This design comes from an exercise in tuning for small area on the open sky130 flow, not from production work. Only simulation tests tie the RTL to the original design; equivalence was not proved. Power and IR drop assume default switching activity.

File: flow/run.sh
#!/bin/bash
# synth_recipe.tcl (not shown) runs the flow's synth.tcl, then flattens the netlist and writes it again
# the make line also repeats each setting of config.mk as NAME=value (left out here)
make -C /OpenROAD-flow-scripts/flow DESIGN_CONFIG=/design/flow/config.mk WORK_HOME=/design/flow/orfs CLKGATE_MAP_FILE= SYNTH_SCRIPT=/design/flow/synth_recipe.tcl finish
File: flow/config.mk
export PLATFORM = sky130hd
export DESIGN_NAME = cpu_multicycle
export DESIGN_NICKNAME = cpu_multicycle
export VERILOG_FILES = /design/flow/design.v
export SDC_FILE = /design/flow/constraint.sdc
export NUM_CORES = 4
export LEC_CHECK = 0
export ABC_AREA = 1
export CAP_MARGIN = 0
export CORE_MARGIN = 2
export CORE_UTILIZATION = 65
export CTS_BUF_LIST = sky130_fd_sc_hd__clkbuf_4
export GPL_TIMING_DRIVEN = 0
export SLEW_MARGIN = 0
File: flow/constraint.sdc
create_clock -name core_clock -period 9.0 [get_ports {clock}]
set_input_delay 1.8000 -clock core_clock [delete_from_list [all_inputs] [get_ports {clock}]]
set_output_delay 1.8000 -clock core_clock [all_outputs]
set_load 0.01 [all_outputs]
File: flow/design.v
package cpu_mc_pkg;
   localparam logic [2:0] ST_FETCH  = 3'd0;
   localparam logic [2:0] ST_DECODE = 3'd1;
   localparam logic [2:0] ST_EXEC   = 3'd2;
   localparam logic [2:0] ST_MEM    = 3'd3;
   localparam logic [2:0] ST_WB     = 3'd4;
   localparam logic [2:0] ST_TRAP   = 3'd5;
   localparam logic [5:0] OP_RTYPE = 6'h00;
   localparam logic [5:0] OP_J     = 6'h02;
   localparam logic [5:0] OP_JAL   = 6'h03;
   localparam logic [5:0] OP_BEQ   = 6'h04;
   localparam logic [5:0] OP_BNE   = 6'h05;
   localparam logic [5:0] OP_ADDI  = 6'h08;
   localparam logic [5:0] OP_ANDI  = 6'h0C;
   localparam logic [5:0] OP_ORI   = 6'h0D;
   localparam logic [5:0] OP_XORI  = 6'h0E;
   localparam logic [5:0] OP_LUI   = 6'h0F;
   localparam logic [5:0] OP_LW    = 6'h23;
   localparam logic [5:0] OP_SW    = 6'h2B;
   localparam logic [5:0] F_SLL = 6'h00;
   localparam logic [5:0] F_SRL = 6'h02;
   localparam logic [5:0] F_SRA = 6'h03;
   localparam logic [5:0] F_JR  = 6'h08;
   localparam logic [5:0] F_ADD = 6'h20;
   localparam logic [5:0] F_SUB = 6'h22;
   localparam logic [5:0] F_AND = 6'h24;
   localparam logic [5:0] F_OR  = 6'h25;
   localparam logic [5:0] F_XOR = 6'h26;
endpackage
module cpu_multicycle
#(
   parameter logic [31:0] RESET_PC    = 32'h0000_0000,
   parameter int          PC_STEP     = 4,
   parameter logic [31:0] TRAP_VECTOR = 32'h0000_0080
) (
   input  logic        clock,
   input  logic        reset,
   output logic        mem_req,
   output logic        mem_we,
   output logic [31:0] mem_addr,
   output logic [31:0] mem_wdata,
   input  logic [31:0] mem_rdata,
   input  logic        mem_ready,
   output logic [31:0] pc,
   output logic [2:0]  state,
   output logic        trap
);
   localparam logic [31:0] PC_STEP_W = 32'(PC_STEP);
   logic [2:0]  st_r;
   logic        req_r;
   logic [31:0] pc_r, ir_r, x_r;
   logic [31:1] valid_r;
   logic [31:0] rf_r [1:31];
   logic [2:0]  ns;
   logic        done;
   logic        s_fetch, s_dec, s_exec, s_mem, s_wb, s_trap;
   logic [5:0]  op, funct;
   logic        is_r, is_j, is_jal, is_jr, is_br, is_bne, is_ls, is_sw, legal;
   assign done    = req_r & mem_ready;
   assign s_fetch = (st_r == cpu_mc_pkg::ST_FETCH);
   assign s_dec   = (st_r == cpu_mc_pkg::ST_DECODE);
   assign s_exec  = (st_r == cpu_mc_pkg::ST_EXEC);
   assign s_mem   = (st_r == cpu_mc_pkg::ST_MEM);
   assign s_wb    = (st_r == cpu_mc_pkg::ST_WB);
   assign s_trap  = (st_r == cpu_mc_pkg::ST_TRAP);
   assign op     = ir_r[31:26];
   assign funct  = ir_r[5:0];
   assign is_r   = (op == cpu_mc_pkg::OP_RTYPE);
   assign is_j   = (op == cpu_mc_pkg::OP_J);
   assign is_jal = (op == cpu_mc_pkg::OP_JAL);
   assign is_jr  = is_r && (funct == cpu_mc_pkg::F_JR);
   assign is_br  = (op == cpu_mc_pkg::OP_BEQ) || (op == cpu_mc_pkg::OP_BNE);
   assign is_bne = (op == cpu_mc_pkg::OP_BNE);
   assign is_ls  = (op == cpu_mc_pkg::OP_LW) || (op == cpu_mc_pkg::OP_SW);
   assign is_sw  = (op == cpu_mc_pkg::OP_SW);
   always_comb begin
      case (op)
         cpu_mc_pkg::OP_RTYPE: begin
            case (funct)
               cpu_mc_pkg::F_ADD, cpu_mc_pkg::F_SUB, cpu_mc_pkg::F_AND, cpu_mc_pkg::F_OR,
               cpu_mc_pkg::F_XOR, cpu_mc_pkg::F_SLL, cpu_mc_pkg::F_SRL, cpu_mc_pkg::F_SRA,
               cpu_mc_pkg::F_JR: legal = 1'b1;
               default: legal = 1'b0;
            endcase
         end
         cpu_mc_pkg::OP_J, cpu_mc_pkg::OP_JAL, cpu_mc_pkg::OP_BEQ, cpu_mc_pkg::OP_BNE,
         cpu_mc_pkg::OP_ADDI, cpu_mc_pkg::OP_ANDI, cpu_mc_pkg::OP_ORI, cpu_mc_pkg::OP_XORI,
         cpu_mc_pkg::OP_LUI, cpu_mc_pkg::OP_LW, cpu_mc_pkg::OP_SW: legal = 1'b1;
         default: legal = 1'b0;
      endcase
   end
   logic [4:0]  raddr;
   logic [31:0] rf_rd;
   always_ff @(posedge clock) begin
      raddr <= s_fetch ? mem_rdata[25:21] : ir_r[20:16];
   end
   always_comb begin
      rf_rd = 32'h0;
      for (int i = 1; i < 32; i++) begin
         if (valid_r[i] && (raddr == 5'(i))) rf_rd = rf_rd | rf_r[i];
      end
   end
   logic [31:0] imm_ext;
   always_comb begin
      case (op)
         cpu_mc_pkg::OP_ANDI, cpu_mc_pkg::OP_ORI, cpu_mc_pkg::OP_XORI: imm_ext = {16'h0000, ir_r[15:0]};
         cpu_mc_pkg::OP_LUI: imm_ext = {ir_r[15:0], 16'h0000};
         default: imm_ext = {{16{ir_r[15]}}, ir_r[15:0]};
      endcase
   end
   typedef enum logic [3:0] {
      ALU_ADD, ALU_SUB, ALU_AND, ALU_OR, ALU_XOR,
      ALU_SLL, ALU_SRL, ALU_SRA, ALU_PASS_B
   } alu_t;
   alu_t        alu_op;
   logic [31:0] alu_b, alu_y;
   always_comb begin
      alu_op = ALU_ADD;
      if (s_dec) alu_op = ALU_PASS_B;
            else begin
         case (op)
            cpu_mc_pkg::OP_RTYPE: begin
               case (funct)
                  cpu_mc_pkg::F_SUB: alu_op = ALU_SUB;
                  cpu_mc_pkg::F_AND: alu_op = ALU_AND;
                  cpu_mc_pkg::F_OR:  alu_op = ALU_OR;
                  cpu_mc_pkg::F_XOR: alu_op = ALU_XOR;
                  cpu_mc_pkg::F_SLL: alu_op = ALU_SLL;
                  cpu_mc_pkg::F_SRL: alu_op = ALU_SRL;
                  cpu_mc_pkg::F_SRA: alu_op = ALU_SRA;
                  default: alu_op = ALU_ADD;
               endcase
            end
            cpu_mc_pkg::OP_ANDI: alu_op = ALU_AND;
            cpu_mc_pkg::OP_ORI:  alu_op = ALU_OR;
            cpu_mc_pkg::OP_XORI: alu_op = ALU_XOR;
            cpu_mc_pkg::OP_LUI:  alu_op = ALU_PASS_B;
            default: alu_op = ALU_ADD;
         endcase
      end
   end
   assign alu_b = (s_dec || is_r) ? rf_rd : imm_ext;
   logic [4:0]  sh_amt, rot_amt;
   logic        sh_left;
   logic [31:0] rot, sh_keep, sh_y;
   assign sh_amt  = ir_r[10:6];
   assign sh_left = (alu_op == ALU_SLL);
   assign rot_amt = sh_left ? (5'd0 - sh_amt) : sh_amt;
   logic [63:0] rot_d;
   assign rot_d = {alu_b, alu_b} >> rot_amt;
   assign rot   = rot_d[31:0];
   always_comb begin
      for (int i = 0; i < 32; i++) begin
         sh_keep[i] = sh_left ? (5'(i) >= sh_amt) : (5'(31 - i) >= sh_amt);
      end
   end
   assign sh_y = (rot & sh_keep) | (~sh_keep & {32{(alu_op == ALU_SRA) & alu_b[31]}});
   always_comb begin
      case (alu_op)
         ALU_ADD:    alu_y = x_r + alu_b;
         ALU_SUB:    alu_y = x_r - alu_b;
         ALU_AND:    alu_y = x_r & alu_b;
         ALU_OR:     alu_y = x_r | alu_b;
         ALU_XOR:    alu_y = x_r ^ alu_b;
         ALU_SLL, ALU_SRL, ALU_SRA: alu_y = sh_y;
         default:    alu_y = alu_b;
      endcase
   end
   logic taken;
   assign taken = is_bne ^ (x_r == rf_rd);
   always_comb begin
      ns = cpu_mc_pkg::ST_FETCH;
      case (st_r)
         cpu_mc_pkg::ST_FETCH:  ns = done ? cpu_mc_pkg::ST_DECODE : cpu_mc_pkg::ST_FETCH;
         cpu_mc_pkg::ST_DECODE: begin
            if (!legal) ns = cpu_mc_pkg::ST_TRAP;
            else if (is_j || is_jal || is_jr) ns = cpu_mc_pkg::ST_FETCH;
            else ns = cpu_mc_pkg::ST_EXEC;
         end
         cpu_mc_pkg::ST_EXEC: begin
            if (is_br) ns = cpu_mc_pkg::ST_FETCH;
            else if (is_ls) ns = cpu_mc_pkg::ST_MEM;
            else ns = cpu_mc_pkg::ST_WB;
         end
         cpu_mc_pkg::ST_MEM: begin
            if (!done) ns = cpu_mc_pkg::ST_MEM;
            else if (is_sw) ns = cpu_mc_pkg::ST_FETCH;
            else ns = cpu_mc_pkg::ST_WB;
         end
         default: ns = cpu_mc_pkg::ST_FETCH;
      endcase
   end
   logic [31:0] pc_add, pc_nx;
   assign pc_add = pc_r + (s_fetch ? PC_STEP_W : {{14{ir_r[15]}}, ir_r[15:0], 2'b00});
   always_comb begin
      pc_nx = pc_r;
      if (s_fetch && done) pc_nx = pc_add;
      else if (s_dec && (is_j || is_jal)) pc_nx = {pc_r[31:28], ir_r[25:0], 2'b00};
      else if (s_dec && is_jr) pc_nx = rf_rd;
      else if (s_exec && is_br && taken) pc_nx = pc_add;
      else if (s_trap) pc_nx = TRAP_VECTOR;
   end
   logic        rf_we;
   logic [4:0]  waddr;
   logic [31:0] wdata;
   assign rf_we = (s_dec && is_jal) || s_wb;
   assign waddr = s_dec ? 5'd31 : (is_r ? ir_r[15:11] : ir_r[20:16]);
   assign wdata = s_dec ? pc_r : x_r;
   always_ff @(posedge clock) begin
      if (reset) begin
         st_r    <= cpu_mc_pkg::ST_FETCH;
         req_r   <= 1'b0;
         pc_r    <= RESET_PC;
         valid_r <= '0;
      end else begin
         st_r  <= ns;
         req_r <= (ns == cpu_mc_pkg::ST_FETCH) || (ns == cpu_mc_pkg::ST_MEM);
         pc_r  <= pc_nx;
         for (int i = 1; i < 32; i++) begin
            if (rf_we && (waddr == 5'(i))) valid_r[i] <= 1'b1;
         end
      end
   end
   always_ff @(posedge clock) begin
      if (s_fetch && done) ir_r <= mem_rdata;
      if (s_mem) begin
         if (done) x_r <= mem_rdata;
      end else if (s_dec || s_exec) begin
         x_r <= alu_y;
      end
   end
   for (genvar g = 1; g < 32; g++) begin : g_rf
      always_ff @(posedge clock) begin
         if (rf_we && (waddr == 5'(g))) rf_r[g] <= wdata;
      end
   end
   assign mem_req   = req_r;
   assign mem_we    = st_r[1] & ir_r[29];
   assign mem_addr  = st_r[1] ? x_r : pc_r;
   assign mem_wdata = rf_rd;
   assign pc        = pc_r;
   assign state     = st_r;
   assign trap      = st_r[2] & st_r[0];
endmodule
==> flow_metrics.env <==
export IMPL_grt_max_degree=32
export IMPL_cts_path_max_buffers=4
export IMPL_numClockSinks=1128
export IMPL_grt_ovfl_total=83
export IMPL_die_h_um=298.0
export IMPL_syn_num_nets=6270
export IMPL_status="did not finish"
export IMPL_ys_seq_area_share_pct=59.01
export IMPL_ioPinCount=137
export IMPL_port_buffers=135
export IMPL_synth_edf_count=1056
export IMPL_ys_warn_count=2
export IMPL_netlist_instances=6103
export IMPL_clock_root_buffer="clkbuf_4"
export IMPL_grt_pass1_vias=62380
export IMPL_row_count=107
export IMPL_cts_max_level=5
export IMPL_failed_stage="global routing"
export IMPL_dpl_cell_area_um2=60720
export IMPL_hpwl_mm=196.2
export IMPL_start_util_pct=65.77
export IMPL_synth_cell_types=56
export IMPL_cts_hold_repair_buffers=0
export IMPL_dieWidth_um=298.0
export IMPL_async_reset_ff_share_pct=0
export IMPL_cts_buffers_inserted=292
export IMPL_post_cts_setup_buffers=0
export IMPL_ys_seq_elements=1128
export IMPL_synth_flop_cell="edfxtp_1"
export IMPL_gp_congestion=1.176
export IMPL_tool_error="[ERROR GRT-0116] Global routing finished with congestion. Check the congestion regions in the DRC Viewer."
export IMPL_post_cts_resized=0
export IMPL_grt_pass1_wl_mm=456.6
export IMPL_avgSynthCellArea_um2=9.205
export IMPL_synthesis_area_um2=56180
export IMPL_grtUsageTotal_pct=73.53
routing by layer:
| metal | track usage (%) | overflow |
|---|---|---|
| met3 | 64.30 | 2 |
| met4 | 60.36 | 36 |
| met2 | 84.07 | 39 |
| met5 | 45.89 | 1 |
| met1 | 78.44 | 5 |
power by group through the flow:
stage | registers, W | logic, W | clock network (W)
after floorplan | 0.00620 | 0.00126 | 0
after global placement | 0.00633 | 0.00209 | 0
after CTS | 0.00616 | 0.00229 | 0.00448
after detailed placement | 0.00627 | 0.00224 | 0
worst min path at each step:
| stage | end | cells after the start | start | slack, ns |
|---|---|---|---|---|
| floorplan | valid_r[23] | 2 | valid_r[23] | 0.44 |
| CTS | valid_r[24] | 1 | valid_r[24] | 0.47 |
| detailed placement | valid_r[24] | 1 | valid_r[24] | 0.45 |
| global placement | valid_r[3] | 1 | valid_r[3] | 0.45 |
Yosys cell counts (all sizes together) (4+ instances only):
master     n  share of area, %
nor2     673               4.6
nand3    901               8.1
a21oi    212               1.9
a31oi      8             0.089
clkbuf   173               1.2
and3       6             0.067
or2        8             0.089
o21a      31              0.41
inv      379               2.5
a221oi     6             0.094
a21boi    18              0.24
edfxtp  1056                56
a211oi     6             0.080
clkinv    10             0.067
nand4     70              0.79
xnor2     17              0.27
ha       130               2.9
xor2      61              0.95
o31ai      6             0.080
o221a      7              0.14
nand3b     9              0.12
o21ai    258               2.3
nor3      26              0.24
nor4       7             0.078
dfxtp     72               2.6
o211ai    16              0.21
a22o       4             0.062
buf       88              0.80
nand2   1812                12
o22ai      7             0.078
cell families after synthesis:
family | synth area share, %
xor gates and xnor gates | 1.216
and+or+nand+nor | 26.21
DFF | 59.01
AOI/OAI and AO/OA | 6.034
buffers and inverters | 4.555
adders and majority gates | 2.967
per-stage QoR:
stage	instances	worst slack, ns
after floorplan	6103	4.339
after global placement	7382	1.810
after detailed placement	7452	1.800
after CTS	7925	1.521
